Source: an optimization exercise on an open RTL-to-GDS flow (aim: a short achievable clock period and few clock cycles). Production flows keep margins and buffers that such runs may drop.
In this exercise RTL edits were held to simulation tests only and were not proved equivalent to the original.
Power figures rest on the tool's default switching activity, not on a simulated workload.

==> inputs of build 43 <==
==> flow/design.v (excerpt) <==
module risc_core (
    input  wire logic             clk,
    input  wire logic             arst_n_i,
    output logic [32-1:0]      pc_o,
    input  wire logic [32-1:0] instr_i,
    output logic [32-1:0]      dmem_addr_o,
    output logic [32-1:0]      dmem_wdata_o,
    output logic                  dmem_we_o,
    input  wire logic [32-1:0] dmem_rdata_i,
    output logic                  rf_we_o,
    output logic [4:0]            rf_waddr_o,
    output logic [32-1:0]      rf_wdata_o
);
==> flow/config.mk <==
export PLATFORM = sky130hd
export DESIGN_NAME = risc_core
export DESIGN_NICKNAME = risc_core
export VERILOG_FILES = /design/flow/design.v
export SDC_FILE = /design/flow/constraint.sdc
export NUM_CORES = 4
export LEC_CHECK = 0
export ABC_CLOCK_PERIOD_IN_PS = 3500
export CAP_MARGIN = 20
export CORE_MARGIN = 2
export CORE_UTILIZATION = 55
export CTS_CLUSTER_DIAMETER = 80
export CTS_CLUSTER_SIZE = 30
export SLEW_MARGIN = 20
==> flow/constraint.sdc <==
create_clock -name core_clock -period 11.0 [get_ports {clk}]
set_input_delay 2.2000 -clock core_clock [delete_from_list [all_inputs] [get_ports {clk}]]
set_output_delay 2.2000 -clock core_clock [all_outputs]
set_load 0.01 [all_outputs]
standard.sh (not shown) runs the stock make flow with config.mk's settings and CLKGATE_MAP_FILE= SYNTH_SCRIPT=/design/flow/synth_recipe.tcl, a recipe that flattens the netlist after the stock synthesis.
==> flow/flow/run.sh <==
#!/bin/bash
# Standard ORFS layout, with repair aiming well below the clock period:
# the setup margin makes the resizer work on every path longer than
# (period - margin). The constraints themselves are unchanged.
set -euo pipefail
MARGIN=${MARGIN:-7.5}
bash standard.sh SETUP_SLACK_MARGIN=$MARGIN finish > standard_flow.log 2>&1
==> build 50: changes against build 43 <==
--- a/flow/design.v
+++ b/flow/design.v
@@ -134,29 +134,31 @@
     logic             ex_wr, ex_ld, ex_st;
     logic             ex_ldw;       
     logic             ex_wrv;       
     logic             ex_jal, ex_beq, ex_bne, ex_blt, ex_ctl;
     logic [32-1:0] ex_pc, ex_pc4, ex_boff;
     logic             ex_ptaken;    
     logic             ex_pok;       
     logic             ex_t4;        
-    logic             ex_hit;
-    logic [1:0]       ex_ctr;
     logic             mem_valid;
     logic [32-1:0] mem_res, mem_addr, mem_sd;
     logic [4:0]       mem_rd;
     logic             mem_wr, mem_ld, mem_we;
     logic             wb_we;
     logic [4:0]       wb_rd;
     logic [32-1:0] wb_data;
     logic                   btb_v   [BTB_N];
     logic [BTB_AW-1:BTB_TL] btb_tag [BTB_N];
     logic [BTB_AW-1:2]      btb_tgt [BTB_N];
     logic [1:0]             btb_ctr [BTB_N];
+    logic [3:0]             btb_cnt [BTB_N];
+    logic [3:0]             btb_trip[BTB_N];
+    logic                   btb_conf[BTB_N];
+    logic                   btb_exit[BTB_N];
     logic             w_en;
     logic [4:0]       w_rd;
     logic [32-1:0] w_data;
     logic [BTB_IW-1:0] f_idx;
     logic              f_fhit, f_hit;
     logic              f_ptaken;
     logic [32-1:0]  f_pc4;
     logic [32-1:0]  f_pnext;
@@ -339,62 +341,97 @@
         ex_bne    <= d_br && (d_f3 == 3'b001);
         ex_blt    <= d_br && (d_f3 == 3'b100);
         ex_pc     <= pc_q;
         ex_pc4    <= f_pc4;
         ex_boff   <= d_boff;
         ex_ptaken <= f_ptaken;
         ex_pok    <= f_hit;
         ex_t4     <= (d_boff == 32'd4);
-        ex_hit    <= f_hit;
-        ex_ctr    <= btb_ctr[f_idx];
         mem_res  <= e_res;
         mem_addr <= e_sum;
         mem_sd   <= e_sd;
         mem_rd   <= ex_rd;
         mem_wr   <= ex_wr;
         mem_ld   <= ex_ld;
         wb_rd    <= w_rd;
         wb_data  <= w_data;
     end
-    logic                   u_valid, u_taken, u_hit;
+    logic                   u_valid, u_tkn, u_tgt_ok, u_taken;
+    logic                   u_own;
+    logic [BTB_IW-1:0]      x_idx;
     logic [BTB_IW-1:0]      u_idx;
     logic [BTB_AW-1:BTB_TL] u_tag;
     logic [BTB_AW-1:2]      u_tgt;
-    logic [1:0]             u_ctr;
     always_ff @(posedge clk or negedge arst_n_i) begin
         if (!arst_n_i) begin
             u_valid <= 1'b0;
         end else begin
             u_valid <= ex_valid && ex_ctl;
         end
     end
     always_ff @(posedge clk) begin
-        u_taken <= e_taken && !ex_t4 && (e_tgt[32-1:BTB_AW] == '0) &&
-                   (ex_pc[32-1:BTB_AW] == '0);
-        u_hit   <= ex_hit;
+        u_tkn   <= e_taken && !ex_t4 && (ex_pc[32-1:BTB_AW] == '0);
+        u_tgt_ok <= (e_tgt[32-1:BTB_AW] == '0);
         u_idx   <= ex_pc[BTB_TL-1:2];
         u_tag   <= ex_pc[BTB_AW-1:BTB_TL];
         u_tgt   <= e_tgt[BTB_AW-1:2];
-        u_ctr   <= ex_ctr;
+        u_own   <= btb_v[x_idx] && (btb_tag[x_idx] == ex_pc[BTB_AW-1:BTB_TL]);
+    end
+    assign u_taken = u_tkn && u_tgt_ok;
+    logic [1:0] x_ctr;
+    logic [3:0] x_cnt, x_trip, x_cnt1;
+    logic       x_conf, x_conf_nt;
+    logic [1:0] u_ctr_inc, u_ctr_dec;
+    logic [3:0] u_cnt, u_cnt1;
+    logic       u_exit_t, u_conf_nt, u_exit;
+    assign x_idx     = ex_pc[BTB_TL-1:2];
+    assign x_ctr     = btb_ctr[x_idx];
+    assign x_cnt     = btb_cnt[x_idx];
+    assign x_trip    = btb_trip[x_idx];
+    assign x_conf    = btb_conf[x_idx];
+    assign x_cnt1    = (x_cnt == 4'hf) ? 4'hf : x_cnt + 4'd1;
+    assign x_conf_nt = (x_cnt == x_trip) && (x_cnt != 4'hf);
+    always_ff @(posedge clk) begin
+        u_ctr_inc <= (x_ctr == 2'd3) ? 2'd3 : x_ctr + 2'd1;
+        u_ctr_dec <= (x_ctr == 2'd0) ? 2'd0 : x_ctr - 2'd1;
+        u_cnt     <= x_cnt;
+        u_cnt1    <= x_cnt1;
+        u_exit_t  <= x_conf && (x_cnt1 == x_trip);
+        u_conf_nt <= x_conf_nt;
+        u_exit    <= btb_exit[x_idx];
     end
     always_ff @(posedge clk or negedge arst_n_i) begin
         if (!arst_n_i) begin
             for (int i = 0; i < BTB_N; i++) begin
                 btb_v[i] <= 1'b0;
             end
         end else if (u_valid && u_taken) begin
             btb_v[u_idx] <= 1'b1;
         end
     end
     always_ff @(posedge clk) begin
         if (u_valid) begin
             if (u_taken) begin
-                btb_tag[u_idx] <= u_tag;
-                btb_tgt[u_idx] <= u_tgt;
-                btb_ctr[u_idx] <= !u_hit ? 2'd3 : (u_ctr == 2'd3 ? 2'd3 : u_ctr + 2'd1);
-            end else if (u_hit) begin
-                btb_ctr[u_idx] <= (u_ctr == 2'd0) ? 2'd0 : u_ctr - 2'd1;
+                if (u_own) begin
+                    btb_ctr[u_idx]  <= u_exit_t ? 2'd1 : u_ctr_inc;
+                    btb_cnt[u_idx]  <= u_cnt1;
+                    btb_exit[u_idx] <= u_exit_t;
+                end else begin
+                    btb_tag[u_idx]  <= u_tag;
+                    btb_tgt[u_idx]  <= u_tgt;
+                    btb_ctr[u_idx]  <= 2'd3;
+                    btb_cnt[u_idx]  <= 4'd1;
+                    btb_trip[u_idx] <= 4'd0;
+                    btb_conf[u_idx] <= 1'b0;
+                    btb_exit[u_idx] <= 1'b0;
+                end
+            end else if (u_own) begin
+                btb_ctr[u_idx]  <= u_exit ? 2'd3 : u_ctr_dec;
+                btb_cnt[u_idx]  <= 4'd0;
+                btb_trip[u_idx] <= u_cnt;
+                btb_conf[u_idx] <= u_conf_nt;
+                btb_exit[u_idx] <= 1'b0;
             end
         end
     end
 endmodule
 `default_nettype wire
==> flow/config.mk (replaced) <==
export PLATFORM = sky130hd
export DESIGN_NAME = risc_core
export DESIGN_NICKNAME = risc_core
export VERILOG_FILES = /design/flow/design.v
export SDC_FILE = /design/flow/constraint.sdc
export NUM_CORES = 4
export LEC_CHECK = 0
export ABC_CLOCK_PERIOD_IN_PS = 3500
export CAP_MARGIN = 20
export CORE_MARGIN = 2
export CORE_UTILIZATION = 55
export SLEW_MARGIN = 20
==> summary.txt <==
Against build 50, the die area of build 43 is lower by 9.2%.
In build 50 the combinational power is larger than in build 43, by 35%.
Between build 50 and build 43, the lower utilization is in build 43 (gap 0.69 points).
Against build 43, the worst setup slack of build 50 is worse by 0.15 ns.
Against build 50, the first-iteration DRC count of build 43 is lower by about 11%.
Against build 50, the sequential cell count of build 43 is lower by 172.
Of build 43 and build 50, build 50 has the higher synthesized cell count (gap 9.2%, measured against build 50).
Power: build 43 is lower than build 50 (about 22%).
Of build 50 and build 43, build 43 has the higher sequential share of layout area (gap 1.3 points).
Against build 43, the routed wire length of build 50 is higher by about 8%.
==> figures <==
item                                                                                                        build 50              build 43
Vertical die dimension                                                                                      430.3 um              409.9 um
Register clock-pin slew on the reported worst setup and hold paths                                           0.06 ns               0.11 ns
Remaining max-slew budget at the tightest pin                                                                 22.64%                12.55%
Biggest fanout along the worst timing path                                                                         8                     6
Arithmetic-cell share of the synthesized area counting full adders, half adders and majority gates            2.819%                3.090%
Post-CTS Resized                                                                                                1218                  1192
Layout multi-input combinational cell count                                                                     3215                  2899
Vias after detailed routing                                                                                    62360                 55900
Endpoint of the worst setup timing path                                                             ex_b[12]$_DFF_P_  pc_out_q[24]$_DFF_P_
Antenna violations before repair                                                                                  15                    16
Sequential fraction of design power                                                                            44.0%                 50.7%
Combinational fraction of design power                                                                         25.2%                 23.9%
GR Layer Usage met2                                                                                           53.22%                55.38%
Cell count after placement                                                                                      8282                  7593
Number of clock-tree buffers in the layout                                                                       295                   124
Placer's final routability congestion estimate                                                                0.9493                0.9802
Global routing met3 resource utilization                                                                      7.910%                6.632%
Maximum level of the CTS H-tree                                                                                    4                     3
Result of the run                                                                   no timing/DRC/antenna violations  no timing/DRC/antenna violations
Number of inserted filler cells in the final layout                                                            12220                 11280
Via count of the first global-routing pass                                                                     60650                 53250
Testbench counts of build 43, summed over its fixed seeds: cycles 54,163.
Testbench counts of build 50, summed over its fixed seeds: cycles 53,807.

-- port drivers added, routing unchanged --
Ports are ideal in the flow. The routed layouts listed here were re-timed in OpenROAD.
Step 1: set_driving_cell puts a clkbuf_16 on clk and a buf_2 on each other input, an assumption about the parent block.
Step 2 moves the port delays by t, midway between the first and last clock arrival at a register: inputs arrive t later, outputs are due t later. That takes back most of the time a late clock gives input paths.
Slacks: no drivers / after step 1 / after step 2; pairs: no drivers / after step 1.
| run | t, ns | setup WS [ns] | hold slack, ns | worst register clock-pin slew, ns | worst slew at a driven data input, ns |
|---|---|---|---|---|---|
| build 43 | 0.865 | 7.252 / 6.615 / 5.750 | 0.335 / 0.335 / 0.335 | 0.12 / 0.12 | 0.92 |
| build 50 | 0.958 | 7.103 / 6.652 / 5.694 | 0.331 / 0.331 / 0.331 | 0.07 / 0.07 | 0.61 |
After both steps setup and hold are still met in every run listed. For build 43, which loses most, drivers alone change the setup slack by -0.637 ns; drivers and shift together by -1.502 ns.
